This is an optimization exercise on Yosys and OpenROAD, whose aim is small area, a short achievable clock period and few clock cycles per item, not a production implementation.
In this exercise RTL edits were held to simulation tests only and were not proved equivalent to the original.
Power and IR drop assume default switching activity.

`flow/config.mk`:
```
export PLATFORM = sky130hd
export DESIGN_NAME = scalar_kalman_filter_core
export DESIGN_NICKNAME = scalar_kalman_filter_core
export VERILOG_FILES = /design/flow/design.v
export SDC_FILE = /design/flow/constraint.sdc
export NUM_CORES = 4
export LEC_CHECK = 0
export CAP_MARGIN = 20
export CORE_MARGIN = 2
export CORE_UTILIZATION = 40
export SLEW_MARGIN = 20
```
`flow/constraint.sdc`:
```
create_clock -name core_clock -period 10.0 [get_ports {clk}]
set_input_delay 2.0000 -clock core_clock [delete_from_list [all_inputs] [get_ports {clk}]]
set_output_delay 2.0000 -clock core_clock [all_outputs]
set_load 0.01 [all_outputs]
```
`flow/design.v`:
```
module scalar_kalman_filter_core
#(
  parameter int DATA_WIDTH = 32,
  parameter int FRAC_BITS  = 16
) (
  input  logic                 clk,
  input  logic                 rst_n,
  input  logic                 in_tvalid,
  output logic                 in_tready,
  input  logic [63:0]          in_tdata,     
  output logic                 out_tvalid,
  input  logic                 out_tready,
  output logic [31:0]          out_tdata,    
  output logic                 out_tuser,    
  input  logic                 cfg_valid,
  output logic                 cfg_ready,
  input  logic [2:0]           cfg_index,
  input  logic [31:0]          cfg_data
);
  localparam int FIELD_W   = 32;
  localparam int CFG_IDX_W = 3;
  localparam int MDW       = 16;   
  localparam int PC_W      = 5;
  localparam int PROG_LEN  = 27;
  localparam logic [CFG_IDX_W-1:0] CFG_PROC_NOISE = 3'd0;
  localparam logic [CFG_IDX_W-1:0] CFG_MEAS_NOISE = 3'd1;
  localparam logic [CFG_IDX_W-1:0] CFG_STATE_GAIN = 3'd2;
  localparam logic [CFG_IDX_W-1:0] CFG_CTRL_GAIN  = 3'd3;
  localparam logic [CFG_IDX_W-1:0] CFG_MEAS_GAIN  = 3'd4;
  localparam logic [FIELD_W-1:0] OUT_MAX = 32'h7fff_ffff;
  localparam logic [FIELD_W-1:0] OUT_MIN = 32'h8000_0000;
  typedef enum logic [2:0] {
    ST_IDLE,
    ST_EXEC,
    ST_MUL,
    ST_DIV,
    ST_OUT
  } state_t;
  typedef enum logic [3:0] {
    UOP_MUL,
    UOP_ADD,
    UOP_SUB,
    UOP_DIV,
    UOP_JSTART,
    UOP_JZERO,
    UOP_INITDONE,
    UOP_DONE,
    UOP_FAULT
  } op_t;
  typedef enum logic [3:0] {
    SRC_M,
    SRC_U,
    SRC_A,
    SRC_B,
    SRC_C,
    SRC_R,
    SRC_Q,
    SRC_X,
    SRC_P,
    SRC_T,
    SRC_XP,
    SRC_PP,
    SRC_DEN,
    SRC_K
  } src_t;
  typedef enum logic [2:0] {
    DST_T,
    DST_XP,
    DST_PP,
    DST_DEN,
    DST_K,
    DST_X,
    DST_P
  } dst_t;
  typedef struct packed {
    op_t             op;
    src_t            src_a;
    src_t            src_b;
    dst_t            dst;
    logic [PC_W-1:0] target;
  } uword_t;
  localparam logic [PC_W-1:0] PC_NONE  = 5'd0;
  localparam logic [PC_W-1:0] PC_RUN   = 5'd6;
  localparam logic [PC_W-1:0] PC_FAULT = 5'd26;
  function automatic uword_t ucode(input logic [PC_W-1:0] pc);
    uword_t w;
    case (pc)
      5'd0:  w = {UOP_JSTART,   SRC_T,   SRC_T,   DST_T,   PC_RUN};
      5'd1:  w = {UOP_JZERO,    SRC_C,   SRC_T,   DST_T,   PC_FAULT};
      5'd2:  w = {UOP_DIV,      SRC_M,   SRC_C,   DST_X,   PC_NONE};
      5'd3:  w = {UOP_DIV,      SRC_Q,   SRC_C,   DST_T,   PC_NONE};
      5'd4:  w = {UOP_DIV,      SRC_T,   SRC_C,   DST_P,   PC_NONE};
      5'd5:  w = {UOP_INITDONE, SRC_T,   SRC_T,   DST_T,   PC_NONE};
      5'd6:  w = {UOP_MUL,      SRC_A,   SRC_X,   DST_T,   PC_NONE};
      5'd7:  w = {UOP_MUL,      SRC_B,   SRC_U,   DST_XP,  PC_NONE};
      5'd8:  w = {UOP_ADD,      SRC_T,   SRC_XP,  DST_XP,  PC_NONE};
      5'd9:  w = {UOP_MUL,      SRC_A,   SRC_P,   DST_T,   PC_NONE};
      5'd10: w = {UOP_MUL,      SRC_T,   SRC_A,   DST_T,   PC_NONE};
      5'd11: w = {UOP_ADD,      SRC_T,   SRC_R,   DST_PP,  PC_NONE};
      5'd12: w = {UOP_MUL,      SRC_C,   SRC_PP,  DST_T,   PC_NONE};
      5'd13: w = {UOP_MUL,      SRC_T,   SRC_C,   DST_T,   PC_NONE};
      5'd14: w = {UOP_ADD,      SRC_T,   SRC_Q,   DST_DEN, PC_NONE};
      5'd15: w = {UOP_JZERO,    SRC_DEN, SRC_T,   DST_T,   PC_FAULT};
      5'd16: w = {UOP_MUL,      SRC_PP,  SRC_C,   DST_T,   PC_NONE};
      5'd17: w = {UOP_DIV,      SRC_T,   SRC_DEN, DST_K,   PC_NONE};
      5'd18: w = {UOP_MUL,      SRC_C,   SRC_XP,  DST_T,   PC_NONE};
      5'd19: w = {UOP_SUB,      SRC_M,   SRC_T,   DST_T,   PC_NONE};
      5'd20: w = {UOP_MUL,      SRC_K,   SRC_T,   DST_T,   PC_NONE};
      5'd21: w = {UOP_ADD,      SRC_XP,  SRC_T,   DST_X,   PC_NONE};
      5'd22: w = {UOP_MUL,      SRC_K,   SRC_C,   DST_T,   PC_NONE};
      5'd23: w = {UOP_MUL,      SRC_T,   SRC_PP,  DST_T,   PC_NONE};
      5'd24: w = {UOP_SUB,      SRC_PP,  SRC_T,   DST_P,   PC_NONE};
      5'd25: w = {UOP_DONE,     SRC_T,   SRC_T,   DST_T,   PC_NONE};
      5'd26: w = {UOP_FAULT,    SRC_T,   SRC_T,   DST_T,   PC_NONE};
      default: w = {UOP_FAULT,  SRC_T,   SRC_T,   DST_T,   PC_NONE};
    endcase
    ucode = w;
  endfunction
  localparam int DW  = DATA_WIDTH;
  localparam int FB  = FRAC_BITS;
  localparam int EW  = (DW > FIELD_W) ? DW : FIELD_W;
  localparam int ND  = (DW + MDW - 1) / MDW;
  localparam int YW  = ND * MDW;
  localparam int QW  = DW + FB;
  localparam int PW  = 2 * DW;
  localparam int SW  = (PW > QW) ? PW : QW;
  localparam int MCW = $clog2(ND + 1);
  localparam int DCW = $clog2(QW + 1);
  localparam logic signed [DW-1:0] VMAX = {1'b0, {(DW-1){1'b1}}};
  localparam logic signed [DW-1:0] VMIN = {1'b1, {(DW-1){1'b0}}};
  function automatic logic signed [DW-1:0] sat_in(input logic [FIELD_W-1:0] v);
    logic signed [EW-1:0] ve;
    ve = EW'($signed(v));
    if (ve[EW-1:DW-1] == {(EW-DW+1){ve[EW-1]}}) begin
      sat_in = ve[DW-1:0];
    end else begin
      sat_in = ve[EW-1] ? VMIN : VMAX;
    end
  endfunction
  function automatic logic [DW-1:0] mag(input logic signed [DW-1:0] a);
    mag = a[DW-1] ? ({DW{1'b0}} - a) : a;
  endfunction
  function automatic logic signed [DW-1:0] from_mag(input logic [SW-1:0] m,
                                                     input logic neg);
    if (|m[SW-1:DW-1]) begin
      if (neg && (m[SW-1:DW-1] == {{(SW-DW){1'b0}}, 1'b1}) && ~|m[DW-2:0]) begin
        from_mag = VMIN;
      end else begin
        from_mag = neg ? VMIN : VMAX;
      end
    end else begin
      from_mag = neg ? ({DW{1'b0}} - m[DW-1:0]) : m[DW-1:0];
    end
  endfunction
  function automatic logic signed [DW-1:0] sat_sum(input logic signed [DW:0] s);
    if (s[DW] != s[DW-1]) begin
      sat_sum = s[DW] ? VMIN : VMAX;
    end else begin
      sat_sum = s[DW-1:0];
    end
  endfunction
  logic [30:0]        proc_noise_r, meas_noise_r;
  logic [31:0]        state_gain_r, ctrl_gain_r, meas_gain_r;
  state_t             st_r, st_nxt;
  logic [PC_W-1:0]    pc_r, pc_nxt;
  uword_t             uw;
  logic signed [DW-1:0] m_r, u_r, x_r, p_r, t_r, xp_r, pp_r, den_r, k_r;
  logic               started_r, fault_r;
  logic signed [DW-1:0] opa, opb, wb_val;
  logic               wb_en, mul_load, div_load, end_op, out_load, accept;
  logic [DW-1:0]      mx_r;
  logic [YW-1:0]      my_r;
  logic [PW-1:0]      macc_r;
  logic               mneg_r;
  logic [MCW-1:0]     mcnt_r;
  logic [DW+MDW-1:0]  mprod;
  logic [DW-1:0]      dd_r, drem_r;
  logic [QW-1:0]      dq_r;
  logic               dneg_r;
  logic [DCW-1:0]     dcnt_r;
  logic [DW:0]        drs;
  logic               dge;
  logic               out_tvalid_r, fault_out_r;
  logic [31:0]        est_out_r;
  logic signed [EW-1:0] xe;
  function automatic logic signed [DW-1:0] operand(input src_t s);
    case (s)
      SRC_M:   operand = m_r;
      SRC_U:   operand = u_r;
      SRC_A:   operand = sat_in(state_gain_r);
      SRC_B:   operand = sat_in(ctrl_gain_r);
      SRC_C:   operand = sat_in(meas_gain_r);
      SRC_R:   operand = sat_in({1'b0, proc_noise_r});
      SRC_Q:   operand = sat_in({1'b0, meas_noise_r});
      SRC_X:   operand = x_r;
      SRC_P:   operand = p_r;
      SRC_T:   operand = t_r;
      SRC_XP:  operand = xp_r;
      SRC_PP:  operand = pp_r;
      SRC_DEN: operand = den_r;
      SRC_K:   operand = k_r;
      default: operand = t_r;
    endcase
  endfunction
  assign uw        = ucode(pc_r);
  assign opa       = operand(uw.src_a);
  assign opb       = operand(uw.src_b);
  assign accept    = in_tvalid && in_tready;
  assign cfg_ready = 1'b1;
  assign mprod = mx_r * my_r[YW-1 -: MDW];
  assign drs   = {drem_r, dq_r[QW-1]};
  assign dge   = drs >= {1'b0, dd_r};
  always_comb begin
    st_nxt = st_r;
    case (st_r)
      ST_IDLE: begin
        if (accept) st_nxt = ST_EXEC;
      end
      ST_EXEC: begin
        case (uw.op)
          UOP_MUL:                          st_nxt = ST_MUL;
          UOP_DIV:                          st_nxt = ST_DIV;
          UOP_INITDONE, UOP_DONE, UOP_FAULT: st_nxt = ST_OUT;
          default:                          st_nxt = ST_EXEC;
        endcase
      end
      ST_MUL: begin
        if (mcnt_r == '0) st_nxt = ST_EXEC;
      end
      ST_DIV: begin
        if (dcnt_r == '0) st_nxt = ST_EXEC;
      end
      ST_OUT: begin
        if (!out_tvalid_r || out_tready) st_nxt = ST_IDLE;
      end
      default: st_nxt = ST_IDLE;
    endcase
  end
  always_comb begin
    in_tready = 1'b0;
    pc_nxt    = pc_r;
    wb_en     = 1'b0;
    wb_val    = t_r;
    mul_load  = 1'b0;
    div_load  = 1'b0;
    end_op    = 1'b0;
    out_load  = 1'b0;
    case (st_r)
      ST_IDLE: begin
        in_tready = 1'b1;
        pc_nxt    = '0;
      end
      ST_EXEC: begin
        case (uw.op)
          UOP_ADD: begin
            wb_en  = 1'b1;
            wb_val = sat_sum({opa[DW-1], opa} + {opb[DW-1], opb});
            pc_nxt = pc_r + 1'b1;
          end
          UOP_SUB: begin
            wb_en  = 1'b1;
            wb_val = sat_sum({opa[DW-1], opa} - {opb[DW-1], opb});
            pc_nxt = pc_r + 1'b1;
          end
          UOP_MUL:    mul_load = 1'b1;
          UOP_DIV:    div_load = 1'b1;
          UOP_JSTART: pc_nxt = started_r ? uw.target : pc_r + 1'b1;
          UOP_JZERO:  pc_nxt = (opa == '0) ? uw.target : pc_r + 1'b1;
          default:    end_op = 1'b1;
        endcase
      end
      ST_MUL: begin
        if (mcnt_r == '0) begin
          wb_en  = 1'b1;
          wb_val = from_mag(SW'(macc_r >> FB), mneg_r);
          pc_nxt = pc_r + 1'b1;
        end
      end
      ST_DIV: begin
        if (dcnt_r == '0) begin
          wb_en  = 1'b1;
          wb_val = from_mag(SW'(dq_r), dneg_r);
          pc_nxt = pc_r + 1'b1;
        end
      end
      ST_OUT: begin
        out_load = !out_tvalid_r || out_tready;
      end
      default: ;
    endcase
  end
  always_ff @(posedge clk) begin
    if (!rst_n) begin
      st_r         <= ST_IDLE;
      pc_r         <= '0;
      started_r    <= 1'b0;
      fault_r      <= 1'b0;
      x_r          <= '0;
      p_r          <= '0;
      out_tvalid_r <= 1'b0;
      proc_noise_r <= 31'd65536;
      meas_noise_r <= 31'd65536;
      state_gain_r <= 32'd65536;
      ctrl_gain_r  <= 32'd0;
      meas_gain_r  <= 32'd65536;
      mcnt_r       <= '0;
      dcnt_r       <= '0;
    end else begin
      st_r <= st_nxt;
      pc_r <= pc_nxt;
      if (cfg_valid && cfg_ready) begin
        case (cfg_index)
          CFG_PROC_NOISE: proc_noise_r <= cfg_data[30:0];
          CFG_MEAS_NOISE: meas_noise_r <= cfg_data[30:0];
          CFG_STATE_GAIN: state_gain_r <= cfg_data;
          CFG_CTRL_GAIN:  ctrl_gain_r  <= cfg_data;
          CFG_MEAS_GAIN:  meas_gain_r  <= cfg_data;
          default: ;
        endcase
      end
      if (end_op) begin
        fault_r <= (uw.op == UOP_FAULT);
        if (uw.op == UOP_INITDONE) started_r <= 1'b1;
      end
      if (wb_en) begin
        case (uw.dst)
          DST_X: x_r <= wb_val;
          DST_P: p_r <= wb_val;
          default: ;
        endcase
      end
      if (mul_load) begin
        mcnt_r <= MCW'(ND);
      end else if (st_r == ST_MUL && mcnt_r != '0) begin
        mcnt_r <= mcnt_r - 1'b1;
      end
      if (div_load) begin
        dcnt_r <= DCW'(QW);
      end else if (st_r == ST_DIV && dcnt_r != '0) begin
        dcnt_r <= dcnt_r - 1'b1;
      end
      if (out_load) begin
        out_tvalid_r <= 1'b1;
      end else if (out_tready) begin
        out_tvalid_r <= 1'b0;
      end
    end
  end
  always_ff @(posedge clk) begin
    if (accept) begin
      m_r <= sat_in(in_tdata[31:0]);
      u_r <= sat_in(in_tdata[63:32]);
    end
    if (wb_en) begin
      case (uw.dst)
        DST_T:   t_r   <= wb_val;
        DST_XP:  xp_r  <= wb_val;
        DST_PP:  pp_r  <= wb_val;
        DST_DEN: den_r <= wb_val;
        DST_K:   k_r   <= wb_val;
        default: ;
      endcase
    end
    if (mul_load) begin
      mx_r   <= mag(opa);
      my_r   <= YW'(mag(opb));
      macc_r <= '0;
      mneg_r <= opa[DW-1] ^ opb[DW-1];
    end else if (st_r == ST_MUL && mcnt_r != '0) begin
      macc_r <= (macc_r << MDW) + PW'(mprod);
      my_r   <= my_r << MDW;
    end
    if (div_load) begin
      dd_r   <= mag(opb);
      dq_r   <= {mag(opa), {FB{1'b0}}};
      drem_r <= '0;
      dneg_r <= opa[DW-1] ^ opb[DW-1];
    end else if (st_r == ST_DIV && dcnt_r != '0) begin
      drem_r <= dge ? DW'(drs - {1'b0, dd_r}) : drs[DW-1:0];
      dq_r   <= {dq_r[QW-2:0], dge};
    end
    if (out_load) begin
      est_out_r   <= (xe[EW-1:FIELD_W-1] == {(EW-FIELD_W+1){xe[EW-1]}}) ?
                     xe[FIELD_W-1:0] : (xe[EW-1] ? OUT_MIN : OUT_MAX);
      fault_out_r <= fault_r;
    end
  end
  assign xe         = EW'(x_r);
  assign out_tvalid = out_tvalid_r;
  assign out_tdata  = est_out_r;
  assign out_tuser  = fault_out_r;
endmodule
```
`flow/run.sh`:
```
#!/bin/bash
# synth_recipe.tcl (not shown) runs the flow's synth.tcl, then flattens the netlist and writes it again
# the make line also repeats each setting of config.mk as NAME=value (left out here)
make -C /OpenROAD-flow-scripts/flow DESIGN_CONFIG=/design/flow/config.mk WORK_HOME=/design/flow/orfs CLKGATE_MAP_FILE= SYNTH_SCRIPT=/design/flow/synth_recipe.tcl finish
```
==> flow_metrics.py <==
metrics = {
    "timing": {
        "clock_skew_ns": 0.08628,
        "fmax_mhz": 120.1,
        "finalSetupTns_ns": 0,
        "slew_headroom": 0.1287,
        "worstMarginPinSlew_ns": 1.274,
        "hold_violations": 0,
        "fin_crit_sh": 0.8324,
        "min_period_ns": 8.324,
        "maxSlewViolCount": 0,
        "finalSetupViolations": 0,
        "setup_ws_ns": 1.676,
        "rsz0062_at_grt": "no",
    },
    "clock_tree": {
        "ctsRootBufferMaster": "clkbuf_16",
        "cts_hold_buf": 0,
        "htreeDepth": 3,
        "cts_tree": "done",
        "cts_setup_buffers": 0,
        "cts_buffers": 90,
        "clock_sinks": 758,
        "clk_latency_ns": 0.78,
        "clockBufferDepth": 3,
        "clk_pin_slew_ns": 0.06,
        "cts_resized": 0,
    },
    "power": {
        "total_power_mw": 11.20,
        "p_leak_nw": 27.44,
        "powerDensity_nw_per_um2": 164.4,
        "max-vdd-ir-drop_v": 0.0001340,
    },
    "logic_synthesis": {
        "synth_area_leaders": "edfxtp_1 (19%), fa_1 (15%), dfxtp_1 (12%)",
        "async_flop_share": 0,
        "synth_nets": 7589,
        "synth_area_leader_cell": "edfxtp_1",
        "synth_top_area_frac": 0.1906,
        "syn-instance-count": 6783,
        "ys.flop_type": "edfxtp_1",
        "yosysSeqAreaShare": 0.3124,
        "syn_avg_cell_area_um2": 8.990,
        "yosys_warnings": 1,
        "synth_cell_types": 107,
        "syn_area_um2": 60980,
        "synth_edf_count": 387,
        "yosys_register_bits": 758,
    },
    "critical_path": {
        "required_ns": 10.57,
        "crit_type": "register to register",
        "setup.worst_path.start_class": "register",
        "cp_max_fo": 19,
        "endpoint_kind": "register",
        "cp.arrival_ns": 8.89,
    },
    "drt": {
        "ant_nets": 0,
        "drt_first_pass_iters": 15,
        "postRouteWirelength_um": 253500,
        "via_per_inst": 6.052,
        "drt_iter0_markers": 6601,
        "vias": 53891,
        "drc": 0,
        "wl_per_cell_um": 28.47,
    },
    "final_layout": {
        "fin_cells": 8905,
        "layout-drive-gt1-share": 0.07627,
        "final_common_cell": "nand2_1",
        "fillerInstances": 14946,
        "layout_common_cells": "nand2_1 (945), inv_1 (746), fa_1 (453)",
        "nets": 7600,
        "syn2layout_area_growth_pct": 11.68,
        "fin_area_um2": 68100,
    },
    "global_routing": {
        "antenna_found_initial": 14,
        "grt_pass1_vias": 52412,
        "grt_usage": 0.3183,
        "grt_pass1_wl_um": 365700,
        "grt_start_max_net_pins": 130,
        "grt_overflow": 0,
    },
    "placed_design": {
        "dpl_cell_area_um2": 64910,
        "dp_slack_ns": 1.786,
        "dp.cells": 8732,
        "portBuffers": 138,
        "hpwlAfterDp_um": 187900,
        "finalWeightedCongestion": 1.039,
    },
    "die": {
        "die_w_um": 394.4,
        "start_util": 0.4019,
        "coreArea_um2": 151700,
        "dieHeight_um": 394.4,
        "rows": 143,
        "dieArea_um2": 155600,
        "ios": 140,
    },
    "run": {
        "maxCapViolCount": 0,
    },
    "run_status": {
        "outcome": "complete, no violations",
    },
    "min_path": {
        "hp-class": "register to register",
    },
}
[power breakdown]
group,switching [mW],internal (mW)
Combinational,2.64,1.43
Sequential,0.179,3.42
Clock,1.51,2.03
[area by class of cell]
type	count	area [µm²]	share of cell area
Clock inverter	48	681.9	0.01001
Antenna cell	5	12.51	0.0001837
Sequential cell	758	19070	0.2800
Inverter	754	2830	0.04156
Timing Repair Buffer	342	2964	0.04353
Tap cell	2030	2540	0.03730
Clock buffer	120	2477	0.03638
Multi-Input combinational cell	4848	37530	0.5510
[sequential cells by signal, indices dropped and copies added (netlist names), 5 cells and up]
| name | cells |
|---|---|
| dcnt_r | 6 |
| t_r | 32 |
| my_r | 32 |
| ctrl_gain_r | 32 |
| pc_r | 5 |
| proc_noise_r | 31 |
| state_gain_r | 32 |
| drem_r | 32 |
| meas_gain_r | 32 |
| den_r | 32 |
| est_out_r | 32 |
| m_r | 32 |
| dd_r | 32 |
| xp_r | 32 |
| x_r | 32 |
| u_r | 32 |
| meas_noise_r | 31 |
| k_r | 32 |
| mx_r | 32 |
| macc_r | 64 |
| dq_r | 48 |
| pp_r | 32 |
| p_r | 32 |
| uw | 18 |
[per-stage QoR]
step,hold WS [ns],util
2_1_floorplan,0.4167,-
3_3_place_gp,0.4273,0.4278
3_5_place_dp,0.4395,0.4278
4_1_cts,0.4521,0.4486
5_1_grt,0.4713,0.4488
6_report,0.4502,0.4488
[worst max-delay path, stage by stage, from the launching register on]
cell	delay [ns]
edfxtp_1	0.77
buf_4	0.37
nand2_1	0.12
fa_1	0.56
inv_1	0.06
fa_1	0.55
fa_1	0.44
fa_1	0.46
fa_1	0.49
inv_1	0.05
fa_1	0.49
inv_1	0.05
ha_1	0.35
a21o_1	0.19
a21oi_1	0.15
o21ai_0	0.09
a2111oi_0	0.38
o21ai_0	0.32
a311o_1	0.42
o21ai_0	0.61
o211ai_1	0.20
a21o_1	0.23
a21oi_1	0.42
nor3b_1	0.13
xnor2_1	0.15
o21ai_0	0.09
[cell usage after synthesis (20+ instances only)]
library cell    n
a211oi_1       43
a21boi_0      176
a21o_1         82
a21oi_1       336
a221oi_1       46
a222oi_1       25
a22o_1        104
a22oi_1        94
a31oi_1        47
a32oi_1        25
and2_1        260
and3_1         50
buf_1          24
buf_2          55
clkbuf_1      316
dfxtp_1       371
edfxtp_1      387
fa_1          453
ha_1          249
inv_1         747
mux2_2         50
mux2i_1        74
nand2_1       946
nand2b_1       46
nand3_1       106
nand4_1        33
nor2_1        270
nor2b_1        72
nor3_1         76
nor3b_1        36
nor4_1         23
o211ai_1       20
o21ai_0       395
o21bai_1       31
o221ai_1       21
o22ai_1        41
o31ai_1        47
or3_1          45
xnor2_1       160
xor2_1         63
[path summary, 6_finish.rpt]
path	from	endpoint	slack [ns]	depth (start not counted)
max reg2reg	my_r[26]	macc_r[56]	1.68	25
min reg2reg	macc_r[61]	macc_r[61]	0.45	2
min	macc_r[61]	macc_r[61]	0.45	2
max	my_r[26]	macc_r[56]	1.68	25
[metal layers]
metal / global-route usage / up-vias / wire (µm)
met5: 0 / - / 36
met1: 0.4028 / 26434 / 98490
li1: - / 23398 / -
met4: 0.2011 / 6 / 18650
met3: 0.06160 / 828 / 23390
met2: 0.4997 / 3225 / 112900
[cell families after synthesis]
logic type | after synthesis | synth area share
xor gates and xnor gates | 223 | 0.03203
muxes | 143 | 0.02711
other | 1 | 0.00006150
AOI/OAI and AO/OA | 1738 | 0.1935
adders and majority gates | 703 | 0.2000
buffers and inverters | 1177 | 0.07612
DFF | 758 | 0.3124
and+or+nand+nor | 2040 | 0.1588
Testbench counts, summed over its fixed seeds: cycles 84,448, items 800.

-- static timing again, ports no longer ideal --
Ports are ideal in the flow. The routed layout listed here was re-timed in OpenROAD. Step 1 (the two cells are an assumption about what drives the block):
set clk [get_ports {clk}]
set_driving_cell -lib_cell sky130_fd_sc_hd__clkbuf_16 $clk
set_driving_cell -lib_cell sky130_fd_sc_hd__buf_2 [delete_from_list [all_inputs] $clk]
Step 2 also shifts input and output timing later by t, the mid clock arrival at the registers, as if the neighbouring blocks saw the same clock. a / b / c = ideal / step 1 / step 2; a / b = the first two.
shift t [ns]: 0.823
slack for setup (ns): 1.676 / 1.676 / 1.676
latest minus earliest clock arrival (ns): 0.086 / 0.086
slew at the worst register clock pin (ns): 0.08 / 0.08
cell pins on the clock port's net: 1
After both steps this run still meets setup and hold. For this run, drivers alone change the setup slack by 0.000 ns; drivers and shift together by 0.000 ns.
